What follows belongs to an exercise in optimizing a design on an open flow for small area, a short achievable clock period and few clock cycles; a production flow would make more cautious choices.
Function was checked by simulation only, so behaviour that the tests miss may differ from the original.

== old ==
==> flow/design.v <==
package cpu_pkg;
	typedef logic [31:0] word_t;
	typedef logic [4:0] reg_addr_t;
	typedef enum logic [6:0] {
		opc_op     = 7'b0110011,
		opc_op_imm = 7'b0010011,
		opc_load   = 7'b0000011,
		opc_store  = 7'b0100011,
		opc_branch = 7'b1100011,
		opc_jal    = 7'b1101111
	} opcode_e;
	typedef enum logic [2:0] {
		fn_add,
		fn_slt,
		fn_xor,
		fn_or,
		fn_and
	} alu_fn_e;
endpackage
`timescale 1ns/1ps
module cpu #(
	parameter cpu_pkg::word_t reset_pc = 32'h0000_0000
) (
	input logic clock,
	input logic reset,
	output cpu_pkg::word_t instr_addr,
	input cpu_pkg::word_t instr_data,
	output cpu_pkg::word_t data_addr,
	output cpu_pkg::word_t data_wdata,
	output logic data_wen,
	output logic data_ren,
	input cpu_pkg::word_t data_rdata
);
	function automatic cpu_pkg::word_t add32(input cpu_pkg::word_t a, input cpu_pkg::word_t b,
		input logic cin);
		logic [31:0] g;
		logic [31:0] p;
		logic [31:0] gg;
		logic [31:0] pp;
		g = a & b;
		p = a ^ b;
		gg = g;
		pp = p;
		gg[0] = g[0] | (p[0] & cin);
		for (int d = 1; d < 32; d = d * 2) begin
			for (int i = 31; i >= d; i--) begin
				gg[i] = gg[i] | (pp[i] & gg[i - d]);
				pp[i] = pp[i] & pp[i - d];
			end
		end
		add32 = p ^ {gg[30:0], cin};
	endfunction
	cpu_pkg::word_t pc;
	logic x_valid;
	logic x_ld;
	logic x_st;
	logic x_br;
	logic x_wr;       
	logic x_pred;     
	logic x_sub;
	cpu_pkg::alu_fn_e x_fn;
	cpu_pkg::reg_addr_t x_rd;
	cpu_pkg::word_t x_a;   
	cpu_pkg::word_t x_b;   
	cpu_pkg::word_t x_c;   
	logic m_ren;
	logic m_wen;
	logic m_wr;
	logic m_ld;
	cpu_pkg::reg_addr_t m_rd;
	cpu_pkg::word_t m_res;
	cpu_pkg::word_t m_wdata;
	cpu_pkg::word_t rf [1:31];
	cpu_pkg::word_t m_val;
	assign data_addr = m_res;
	assign data_wdata = m_wdata;
	assign data_ren = m_ren;
	assign data_wen = m_wen;
	assign m_val = m_ld ? data_rdata : m_res;
	always_ff @(posedge clock) begin
		if (m_wr) begin
			rf[m_rd] <= m_val;
		end
	end
	cpu_pkg::word_t sum;
	logic lt;
	cpu_pkg::word_t alu;
	logic eq;
	logic mispredict;
	assign sum = add32(x_a, x_b, x_sub);
	assign lt = (x_a[31] == x_b[31]) ? x_a[31] : sum[31];
	always_comb begin
		case (x_fn)
			cpu_pkg::fn_slt: alu = {31'b0, lt};
			cpu_pkg::fn_xor: alu = x_a ^ x_b;
			cpu_pkg::fn_or: alu = x_a | x_b;
			cpu_pkg::fn_and: alu = x_a & x_b;
			default: alu = sum;
		endcase
	end
	assign eq = x_a == x_b;
	assign mispredict = x_valid && x_br && (eq != x_pred);
	always_ff @(posedge clock or negedge reset) begin
		if (!reset) begin
			m_ren <= 1'b0;
			m_wen <= 1'b0;
			m_wr <= 1'b0;
		end else begin
			m_ren <= x_valid && x_ld;
			m_wen <= x_valid && x_st;
			m_wr <= x_valid && x_wr;
		end
	end
	always_ff @(posedge clock) begin
		m_ld <= x_ld;
		m_rd <= x_rd;
		m_res <= alu;
		m_wdata <= x_c;
	end
	cpu_pkg::word_t ins;
	logic [6:0] opc;
	cpu_pkg::reg_addr_t rs1;
	cpu_pkg::reg_addr_t rs2;
	cpu_pkg::reg_addr_t rd;
	logic is_op;
	logic is_opi;
	logic is_ld;
	logic is_st;
	logic is_br;
	logic is_jal;
	logic uses_rs1;
	logic uses_rs2;
	logic pred;
	logic stall;
	cpu_pkg::word_t imm_i;
	cpu_pkg::word_t imm_s;
	cpu_pkg::word_t imm_b;
	cpu_pkg::word_t imm_j;
	cpu_pkg::word_t pc4;
	cpu_pkg::word_t target;
	cpu_pkg::word_t rf_a;
	cpu_pkg::word_t rf_b;
	logic fwd_xa;
	logic fwd_xb;
	logic fwd_ma;
	logic fwd_mb;
	cpu_pkg::word_t rs1_val;
	cpu_pkg::word_t rs2_val;
	cpu_pkg::word_t pc_next;
	logic wr;
	logic sub;
	cpu_pkg::alu_fn_e fn;
	assign ins = instr_data;
	assign instr_addr = pc;
	assign opc = ins[6:0];
	assign rs1 = ins[19:15];
	assign rs2 = ins[24:20];
	assign rd = ins[11:7];
	assign is_op = opc == cpu_pkg::opc_op;
	assign is_opi = opc == cpu_pkg::opc_op_imm;
	assign is_ld = opc == cpu_pkg::opc_load;
	assign is_st = opc == cpu_pkg::opc_store;
	assign is_br = opc == cpu_pkg::opc_branch;
	assign is_jal = opc == cpu_pkg::opc_jal;
	assign uses_rs1 = is_op || is_opi || is_ld || is_st || is_br;
	assign uses_rs2 = is_op || is_st || is_br;
	assign imm_i = {{20{ins[31]}}, ins[31:20]};
	assign imm_s = {{20{ins[31]}}, ins[31:25], ins[11:7]};
	assign imm_b = {{19{ins[31]}}, ins[31], ins[7], ins[30:25], ins[11:8], 1'b0};
	assign imm_j = {{11{ins[31]}}, ins[31], ins[19:12], ins[20], ins[30:21], 1'b0};
	assign pred = ins[31] || rs1 == rs2;
	assign pc4 = pc + 32'd4;
	assign target = add32(pc, ins[3] ? imm_j : imm_b, 1'b0);
	assign stall = x_valid && x_ld && x_wr &&
		((uses_rs1 && x_rd == rs1) || (uses_rs2 && x_rd == rs2));
	always_comb begin
		if (mispredict) begin
			pc_next = x_c;
		end else if (stall) begin
			pc_next = pc;
		end else if (is_jal || (is_br && pred)) begin
			pc_next = target;
		end else begin
			pc_next = pc4;
		end
	end
	assign rf_a = (rs1 == '0) ? '0 : rf[rs1];
	assign rf_b = (rs2 == '0) ? '0 : rf[rs2];
	assign fwd_xa = x_valid && x_wr && x_rd == rs1;
	assign fwd_xb = x_valid && x_wr && x_rd == rs2;
	assign fwd_ma = m_wr && m_rd == rs1;
	assign fwd_mb = m_wr && m_rd == rs2;
	assign rs1_val = fwd_xa ? alu : (fwd_ma ? m_val : rf_a);
	assign rs2_val = fwd_xb ? alu : (fwd_mb ? m_val : rf_b);
	assign wr = (is_op || is_opi || is_ld || is_jal) && rd != '0;
	assign sub = is_op && ((ins[14:12] == 3'b000 && ins[30]) || ins[14:12] == 3'b010);
	always_comb begin
		fn = cpu_pkg::fn_add;
		if (is_op) begin
			case (ins[14:12])
				3'b010: fn = cpu_pkg::fn_slt;
				3'b100: fn = cpu_pkg::fn_xor;
				3'b110: fn = cpu_pkg::fn_or;
				3'b111: fn = cpu_pkg::fn_and;
				default: fn = cpu_pkg::fn_add;
			endcase
		end
	end
	always_ff @(posedge clock or negedge reset) begin
		if (!reset) begin
			pc <= reset_pc;
			x_valid <= 1'b0;
		end else begin
			pc <= pc_next;
			x_valid <= !mispredict && !stall;
		end
	end
	always_ff @(posedge clock) begin
		x_ld <= is_ld;
		x_st <= is_st;
		x_br <= is_br;
		x_wr <= wr;
		x_pred <= pred;
		x_sub <= sub;
		x_fn <= fn;
		x_rd <= rd;
		x_a <= is_jal ? '0 : rs1_val;
		x_b <= (is_op || is_br) ? (rs2_val ^ {32{sub}}) : (is_jal ? pc4 : (is_st ? imm_s : imm_i));
		x_c <= is_st ? rs2_val : (pred ? pc4 : target);
	end
endmodule
clock: 7.0 ns
lec_check: 0
abc_clock_period_in_ps: 3000
cap_margin: 20
cell_pad_in_sites_detail_placement: 1
cell_pad_in_sites_global_placement: 2
core_margin: 2
core_utilization: 35
cts_buf_list: sky130_fd_sc_hd__clkbuf_4 sky130_fd_sc_hd__clkbuf_8
place_density: 0.5
setup_slack_margin: 4.0
slew_margin: 20
tns_end_percent: 10
standard.sh (not shown) runs the stock make flow with config.mk's settings and CLKGATE_MAP_FILE= SYNTH_SCRIPT=/design/flow/synth_recipe.tcl, a recipe that flattens the netlist after the stock synthesis.
==> flow/flow/run.sh <==
#!/bin/bash
# The standard layout (the standard.sh, all ORFS steps through finish),
# with one change: the buffers that buffer_ports puts on every input and
# output port are buf_4 cells instead of the delay cell it picks on its own.
# ORFS writes each step's log under orfs/logs/; make's own output goes to
# flow_make.log here.
set -euo pipefail
bash standard.sh 'BUFFER_PORTS_ARGS=-buffer_cell sky130_fd_sc_hd__buf_4' finish > flow_make.log 2>&1
Every stage of the flow completed for old, and the final layout passed the timing, DRC and antenna checks.
Testbench counts of old, summed over its fixed seeds: cycles 142,315.
Changes in new relative to old:
==> flow/flow/run.sh <==
#!/bin/bash
# The standard layout (the standard.sh, all ORFS steps through finish),
# with two changes:
#  - the buffers that buffer_ports puts on every input and output port are
#    buf_4 cells instead of the delay cell it picks on its own;
#  - clock tree synthesis adds no dummy loads (the ORFS arguments otherwise).
# ORFS writes each step's log under orfs/logs/; make's own output goes to
# flow_make.log here.
set -euo pipefail
bash standard.sh 'BUFFER_PORTS_ARGS=-buffer_cell sky130_fd_sc_hd__buf_4' \
	'CTS_ARGS=-sink_clustering_enable -repair_clock_nets -dont_use_dummy_load -buf_list {sky130_fd_sc_hd__clkbuf_4 sky130_fd_sc_hd__clkbuf_8}' \
	finish > flow_make.log 2>&1
diff --git a/flow/config.mk b/flow/config.mk
--- a/flow/config.mk
+++ b/flow/config.mk
@@ -7,2 +7,3 @@
 export LEC_CHECK = 0
+export ABC_AREA = 1
 export ABC_CLOCK_PERIOD_IN_PS = 3000
@@ -12,5 +13,5 @@
 export CORE_MARGIN = 2
-export CORE_UTILIZATION = 35
+export CORE_UTILIZATION = 45
 export CTS_BUF_LIST = sky130_fd_sc_hd__clkbuf_4 sky130_fd_sc_hd__clkbuf_8
-export PLACE_DENSITY = 0.5
+export PLACE_DENSITY = 0.55
 export SETUP_SLACK_MARGIN = 4.0
--- outcome ---
- In the flow results for old and new, the worst hold slack is larger on new.
- old → new: fraction of the core area covered by cells at the end of the flow went up, clock-buffer cell count went down.
- new against old: number of buffers inserted during clock tree synthesis shows a reduction of about 1.4%, via count shows an increase of 42%.
- Relative to old, average wire per standard cell has decreased by 6.9 um in new.
- new ended with more wire length after detailed routing than old.
- Going from old to new, buffer count excluding the clock tree in the final layout shrank by more than 10%.
- On new: total met3 wirelength after detailed routing is about 100% higher than what old gave.

[separate check: timing with driven ports]
The flow's constraints put no driver on any port. The routed layouts listed below were extracted and timed again, unchanged, in two steps.
Step 1, drivers: a clkbuf_16 drives clock and a buf_2 each remaining input, both assumed.
Step 2 times the ports against the registers' clock, not the clock port: input delays grow and output delays shrink by t, the midpoint of the rising clock arrivals with the driver on.
Slacks: ideal / step 1 / step 2; pairs: ideal / step 1.
run | t (ns) | setup slack, ns | latest minus earliest clock arrival (ns)
old | 1.046 | 3.551 / 3.201 / 2.154 | 0.087 / 0.087
new | 1.008 | 3.720 / 3.441 / 2.434 | 0.121 / 0.121
After both steps setup and hold are still met in every run listed. For old, which loses most, drivers alone change the setup slack by -0.350 ns; drivers and shift together by -1.397 ns.
